From an optimization exercise on the open Yosys and OpenROAD flow, aimed at small area, a short achievable clock period and few clock cycles per item; shortcuts taken in it are not production practice.
Only simulation tests tie the RTL to the original design; equivalence was not proved.
No activity file was given, so power comes from the tool's default toggle rates.

## unordered_value_table_unit
module unordered_value_table_unit #(
    parameter int DEPTH = 16
) (
    input  logic                aclk,
    input  logic                aresetn,
    input  logic                s_tvalid,
    output logic                s_tready,
    input  logic [uvt_pkg::InDataW-1:0]  s_tdata,
    output logic                m_tvalid,
    input  logic                m_tready,
    output logic [uvt_pkg::OutDataW-1:0] m_tdata
);
For scale: ~2300 cells after synthesis, about 640 flip-flops, roughly 62 I/O pins, roughly 0.031 sq mm of cells after synthesis.
export LEC_CHECK = 0
export CAP_MARGIN = 20
export CORE_MARGIN = 2
export CORE_UTILIZATION = 40
export CTS_BUF_LIST = sky130_fd_sc_hd__clkbuf_8
export CTS_CLUSTER_DIAMETER = 50
export CTS_CLUSTER_SIZE = 16
export PLACE_DENSITY = 0.6
export SETUP_SLACK_MARGIN = 2.5
export SLEW_MARGIN = 20
create_clock -name core_clock -period 5.0 [get_ports {aclk}]
standard.sh (not shown) runs the stock make flow with config.mk's settings and CLKGATE_MAP_FILE= SYNTH_SCRIPT=/design/flow/synth_recipe.tcl, a recipe that flattens the netlist after the stock synthesis.
==> flow/flow/run.sh <==
#!/bin/bash
# Standard layout, but with ports buffered by a plain buffer instead of the
# default pick.
set -euo pipefail
export BUFFER_PORTS_ARGS="-buffer_cell sky130_fd_sc_hd__buf_4"
cp standard.sh standard_copy.sh.log
bash standard.sh > standard.log 2>&1
The baseline completed with no timing, DRC or antenna violations.
Testbench counts at the start, summed over its fixed seeds: cycles 12,016, items 12,000.
Change:
- CTS_BUF_LIST: sky130_fd_sc_hd__clkbuf_8 -> unset
- CTS_CLUSTER_DIAMETER: 50 -> unset
- CTS_CLUSTER_SIZE: 16 -> unset
- SETUP_SLACK_MARGIN: 2.5 -> 2.3
Outcome:
- sequential cell count stays the same
- wire length went down by 1.6%
- via count went down by 4.9%
- final area went down by 5.3%
- sequential share of layout area went up by 2.7 points
- power went up by about 4%
Change:
==> flow/run.sh (new file) <==
#!/bin/bash
# synth_recipe.tcl (not shown) runs the flow's synth.tcl, then flattens the netlist and writes it again
# the make line also repeats each setting of config.mk as NAME=value (left out here)
make -C /OpenROAD-flow-scripts/flow DESIGN_CONFIG=/design/flow/config.mk WORK_HOME=/design/flow/orfs CLKGATE_MAP_FILE= SYNTH_SCRIPT=/design/flow/synth_recipe.tcl finish
- SETUP_SLACK_MARGIN: 2.3 -> 2.0
removed: flow/flow/run.sh
removed: flow/standard.sh
Effect:
- total power falls by 0.83%
- count of clock-buffer cells in the layout rises by 6
- area after synthesis stays the same
- setup slack gets worse by 0.31 ns
- final cell count falls by 1.1%
- clock power rises by about 0.7%
- maximum frequency falls by 9.9%
- non-clock buffer count falls by 23
- utilization falls by 0.64 points
- via count falls by 2.6%
- clock skew falls by 0.0068 ns

---

## old
unordered_value_table_unit, a different RTL version from the one above (not shown whole).
For scale: about 2,400 cells after synthesis, ~62 I/O pins.
==> flow/config.mk <==
export PLATFORM = sky130hd
export DESIGN_NAME = unordered_value_table_unit
export DESIGN_NICKNAME = unordered_value_table_unit
export VERILOG_FILES = /design/flow/design.v
export SDC_FILE = /design/flow/constraint.sdc
export NUM_CORES = 4
export LEC_CHECK = 0
export CAP_MARGIN = 20
export CORE_MARGIN = 2
export CORE_UTILIZATION = 40
export CTS_BUF_LIST = sky130_fd_sc_hd__clkbuf_16
export CTS_CLUSTER_DIAMETER = 80
export CTS_CLUSTER_SIZE = 30
export PLACE_DENSITY = 0.6
export SETUP_SLACK_MARGIN = 2.3
export SLEW_MARGIN = 20
==> flow/constraint.sdc <==
create_clock -name core_clock -period 5.0 [get_ports {aclk}]
set_input_delay 1.0000 -clock core_clock [delete_from_list [all_inputs] [get_ports {aclk}]]
set_output_delay 1.0000 -clock core_clock [all_outputs]
set_load 0.01 [all_outputs]
==> flow/flow/run.sh <==
#!/bin/bash
# Standard layout with two changes: ports are buffered by a plain buffer
# instead of the default pick, and the resizer may change a cell's footprint
# in every stage (the platform limits it to same-footprint swaps before
# global routing).
set -euo pipefail
export BUFFER_PORTS_ARGS="-buffer_cell sky130_fd_sc_hd__buf_4"
sed 's/CLKGATE_MAP_FILE= /CLKGATE_MAP_FILE= MATCH_CELL_FOOTPRINT=0 /' standard.sh > standard_fp.sh
cp standard_fp.sh standard_fp.sh.log
bash standard_fp.sh > standard.log 2>&1
Testbench counts of old, summed over its fixed seeds: cycles 12,016, items 12,000.
The following lists how new was set up differently from old:
- removing CTS_BUF_LIST (formerly sky130_fd_sc_hd__clkbuf_16)
- removing CTS_CLUSTER_DIAMETER (formerly 80)
- removing CTS_CLUSTER_SIZE (formerly 30)
Results
- new -> old: die width delta 0, exact match
- The run showing the smaller headroom to the max-slew limit is old.
- From old to new the numbers moved as follows: sequential share of layout area saw a decrease; total power after layout saw an increase.
- Sequential cell count of the final layout came out exactly the same in new and old.
- old -> new: wire length after detailed routing flat
- new vs old on share of total power in combinational logic: new is the lower one.
- Critical path depth (higher): new
- The wire length of the first global-routing pass number comes out lower for new vs old.
- | met1 capacity usage during global routing | new vs old | ≈ equal |
- On growth of design area from synthesis to finish: new sits above old.

---

## JK
unordered_value_table_unit with an RTL version that a note above also has.
Size: roughly 640 flip-flops, roughly 62 I/O pins, roughly 31000 um2 of cells after synthesis.
clock: 5.0 ns
lec_check: 0
cap_margin: 20
core_margin: 2
core_utilization: 40
place_density: 0.6
setup_slack_margin: 2.6
slew_margin: 20
Scripts as last shown in full above: flow/flow/run.sh
Testbench counts of JK, summed over its fixed seeds: cycles 12,016, items 12,000.
diff inputs: JK => MS
# JK
export LEC_CHECK = 0
export CAP_MARGIN = 20
export CORE_MARGIN = 2
export CORE_UTILIZATION = 40
export PLACE_DENSITY = 0.6
export SETUP_SLACK_MARGIN = 2.6
export SLEW_MARGIN = 20
create_clock -name core_clock -period 5.0 [get_ports {aclk}]
# MS
export LEC_CHECK = 0
export CAP_MARGIN = 20
export CORE_MARGIN = 2
export CORE_UTILIZATION = 40
export CTS_BUF_LIST = sky130_fd_sc_hd__clkbuf_8
export CTS_CLUSTER_DIAMETER = 50
export CTS_CLUSTER_SIZE = 16
export PLACE_DENSITY = 0.6
export SETUP_SLACK_MARGIN = 2.0
export SLEW_MARGIN = 20
create_clock -name core_clock -period 5.0 [get_ports {aclk}]
==> flow/run.sh (new file) <==
#!/bin/bash
# synth_recipe.tcl (not shown) runs the flow's synth.tcl, then flattens the netlist and writes it again
# the make line also repeats each setting of config.mk as NAME=value (left out here)
make -C /OpenROAD-flow-scripts/flow DESIGN_CONFIG=/design/flow/config.mk WORK_HOME=/design/flow/orfs CLKGATE_MAP_FILE= SYNTH_SCRIPT=/design/flow/synth_recipe.tcl finish
removed: flow/flow/run.sh
removed: flow/standard.sh
Notes after the runs:
Buffer share of cell area was lower in MS than in JK. Between MS and JK, the clock power is lower for MS. Of MS and JK, the run reporting the higher share of power burned in the clock network was JK. Looking only at worst slew margin relative to its limit, and setting everything else aside, the higher value of MS and JK goes to MS. Re final critical-path required period: MS and JK aren't equal, and the higher value belongs to MS. Weighted congestion reported at the end of routability-driven placement: MS < JK. MS vs JK: total met3 wirelength after detailed routing down by more than a quarter. On global-route usage: MS sits below JK. In terms of depth of the worst register-to-register path, JK and MS differ only marginally. JK leaves more setup margin than MS. MS: leakage power of the design 0.0017 uW below JK.
Modified inputs, AL compared to MS
# MS
export LEC_CHECK = 0
export CAP_MARGIN = 20
export CORE_MARGIN = 2
export CORE_UTILIZATION = 40
export CTS_BUF_LIST = sky130_fd_sc_hd__clkbuf_8
export CTS_CLUSTER_DIAMETER = 50
export CTS_CLUSTER_SIZE = 16
export PLACE_DENSITY = 0.6
export SETUP_SLACK_MARGIN = 2.0
export SLEW_MARGIN = 20
create_clock -name core_clock -period 5.0 [get_ports {aclk}]
# AL
export LEC_CHECK = 0
export CAP_MARGIN = 20
export CORE_MARGIN = 2
export CORE_UTILIZATION = 40
export PLACE_DENSITY = 0.6
export SETUP_SLACK_MARGIN = 2.0
export SLEW_MARGIN = 20
create_clock -name core_clock -period 5.0 [get_ports {aclk}]
==> flow/flow/run.sh (new file) <==
#!/bin/bash
# Standard layout, but with ports buffered by a plain buffer instead of the
# default pick.
set -euo pipefail
export BUFFER_PORTS_ARGS="-buffer_cell sky130_fd_sc_hd__buf_4"
cp standard.sh standard_copy.sh.log
bash standard.sh > standard.log 2>&1
==> flow/standard.sh (new file) <==
#!/bin/bash
# synth_recipe.tcl (not shown) runs the flow's synth.tcl, then flattens the netlist and writes it again
# the make line also repeats each setting of config.mk as NAME=value (left out here)
make -C /OpenROAD-flow-scripts/flow DESIGN_CONFIG=/design/flow/config.mk WORK_HOME=/design/flow/orfs CLKGATE_MAP_FILE= SYNTH_SCRIPT=/design/flow/synth_recipe.tcl "${@:-finish}"
removed: flow/run.sh
## What came out
AL vs MS on critical path depth: AL is the higher one. Measured against each other, AL and MS differ in fraction of final layout cells sized beyond drive strength 1, the lower figure coming from AL. MS -> AL: total number of vias flat. AL completed every stage of the flow, and the final layout passed the timing, DRC and antenna checks. On number of antenna violations at the first check in global routing, the higher figure sits with MS, not AL.
### AL -> TR
# AL
export LEC_CHECK = 0
export CAP_MARGIN = 20
export CORE_MARGIN = 2
export CORE_UTILIZATION = 40
export PLACE_DENSITY = 0.6
export SETUP_SLACK_MARGIN = 2.0
export SLEW_MARGIN = 20
create_clock -name core_clock -period 5.0 [get_ports {aclk}]
# TR
export LEC_CHECK = 0
export CAP_MARGIN = 20
export CORE_MARGIN = 2
export CORE_UTILIZATION = 40
export PLACE_DENSITY = 0.6
export SETUP_SLACK_MARGIN = 2.3
export SLEW_MARGIN = 20
create_clock -name core_clock -period 5.0 [get_ports {aclk}]
==> flow/flow/run.sh <==
#!/bin/bash
# Standard layout with two changes: ports are buffered by a plain buffer
# instead of the default pick, and the resizer may change a cell's footprint
# in every stage (the platform limits it to same-footprint swaps before
# global routing).
set -euo pipefail
export BUFFER_PORTS_ARGS="-buffer_cell sky130_fd_sc_hd__buf_8"
sed 's/CLKGATE_MAP_FILE= /CLKGATE_MAP_FILE= MATCH_CELL_FOOTPRINT=0 /' standard.sh > standard_fp.sh
cp standard_fp.sh standard_fp.sh.log
bash standard_fp.sh > standard.log 2>&1
Results
- Largest net degree at the start of global routing, TR and AL, lower one = TR.
- Status: maximum resistive drop on vdd parity (AL, TR)
- Of the two values seen for critical path's slowest cell, sky130_fd_sc_hd__dfxtp_4 was produced by TR and sky130_fd_sc_hd__nor3_1 by AL.
- Compared with AL, TR shows a post-route met1 wirelength that is 15% higher.
The following lists how PW was set up differently from TR:
# TR
export LEC_CHECK = 0
export CAP_MARGIN = 20
export CORE_MARGIN = 2
export CORE_UTILIZATION = 40
export PLACE_DENSITY = 0.6
export SETUP_SLACK_MARGIN = 2.3
export SLEW_MARGIN = 20
create_clock -name core_clock -period 5.0 [get_ports {aclk}]
# PW
export LEC_CHECK = 0
export CAP_MARGIN = 20
export CORE_MARGIN = 2
export CORE_UTILIZATION = 40
export GPL_ROUTABILITY_DRIVEN = 0
export PLACE_DENSITY = 0.6
export SETUP_SLACK_MARGIN = 2.3
export SLEW_MARGIN = 20
create_clock -name core_clock -period 5.0 [get_ports {aclk}]
-- flow/flow/run.sh --
<<< TR, line 7
export BUFFER_PORTS_ARGS="-buffer_cell sky130_fd_sc_hd__buf_8"
>>> PW, line 7
export BUFFER_PORTS_ARGS="-buffer_cell sky130_fd_sc_hd__buf_4"
--- outcome ---
| detailed-route wire length per cell | higher: TR |
Relative to TR, the final period utilization of PW is higher by 2.6 points.
Maximum number of pins on one net before global-route repair in PW is 4 higher than in TR
TR -> PW: area of the multi-input gates decreased slightly
Re global-route track usage on met3: TR and PW aren't equal, and the lower value belongs to TR.
Relative to TR, final period demand of the worst path increased by 130 ps in PW.
Via count: PW > TR
PW: sequential power about 0.7% below TR
Comparing total power after layout for TR and PW, the smaller number came from PW.
| total routed wirelength | PW vs TR | 5.1% lower |
Run comparison: PW kind of path behind the tightest hold check reg2reg; TR kind of path behind the tightest hold check in2reg
Relative to TR, critical path depth decreased by 4 in PW.

## re-timing with driven ports
The results above use ideal ports. As a check the final layouts listed here were re-extracted and re-timed, cells and wires unchanged.
Step 1: set_driving_cell puts a clkbuf_16 on aclk and a buf_2 on each other input, an assumption about the parent block.
Step 2 times the ports against the registers' clock, not the clock port: input delays grow and output delays shrink by t, the midpoint of the rising clock arrivals with the driver on.
Three values: no drivers, after step 1, after step 2; two values: the first two.
run | t, ns | slack for setup (ns) | latest minus earliest clock arrival (ns) | worst register clock-pin slew, ns
the first run of note 1 | 0.782 | 2.096 / 2.096 / 1.392 | 0.066 / 0.066 | 0.11 / 0.11
the second run of note 1 | 0.690 | 2.183 / 2.222 / 1.537 | 0.031 / 0.031 | 0.06 / 0.06
the third run of note 1 | 0.694 | 1.872 / 1.902 / 1.219 | 0.030 / 0.030 | 0.07 / 0.07
old | 0.678 | 2.204 / 2.236 / 1.558 | 0.043 / 0.043 | 0.11 / 0.11
new | 0.675 | 2.131 / 2.131 / 1.481 | 0.033 / 0.032 | 0.07 / 0.07
JK | 0.698 | 2.098 / 2.098 / 1.513 | 0.036 / 0.035 | 0.06 / 0.06
MS | 0.763 | 1.831 / 1.867 / 1.104 | 0.040 / 0.040 | 0.10 / 0.10
AL | 0.686 | 1.873 / 1.876 / 1.223 | 0.032 / 0.032 | 0.07 / 0.07
TR | 0.716 | 2.168 / 2.168 / 1.523 | 0.044 / 0.045 | 0.07 / 0.07
PW | 0.706 | 2.037 / 2.081 / 1.375 | 0.041 / 0.041 | 0.07 / 0.07
After both steps every run listed still meets setup and hold. The setup slack of MS, which loses most, moves by +0.036 ns with the drivers and by -0.727 ns with both steps.
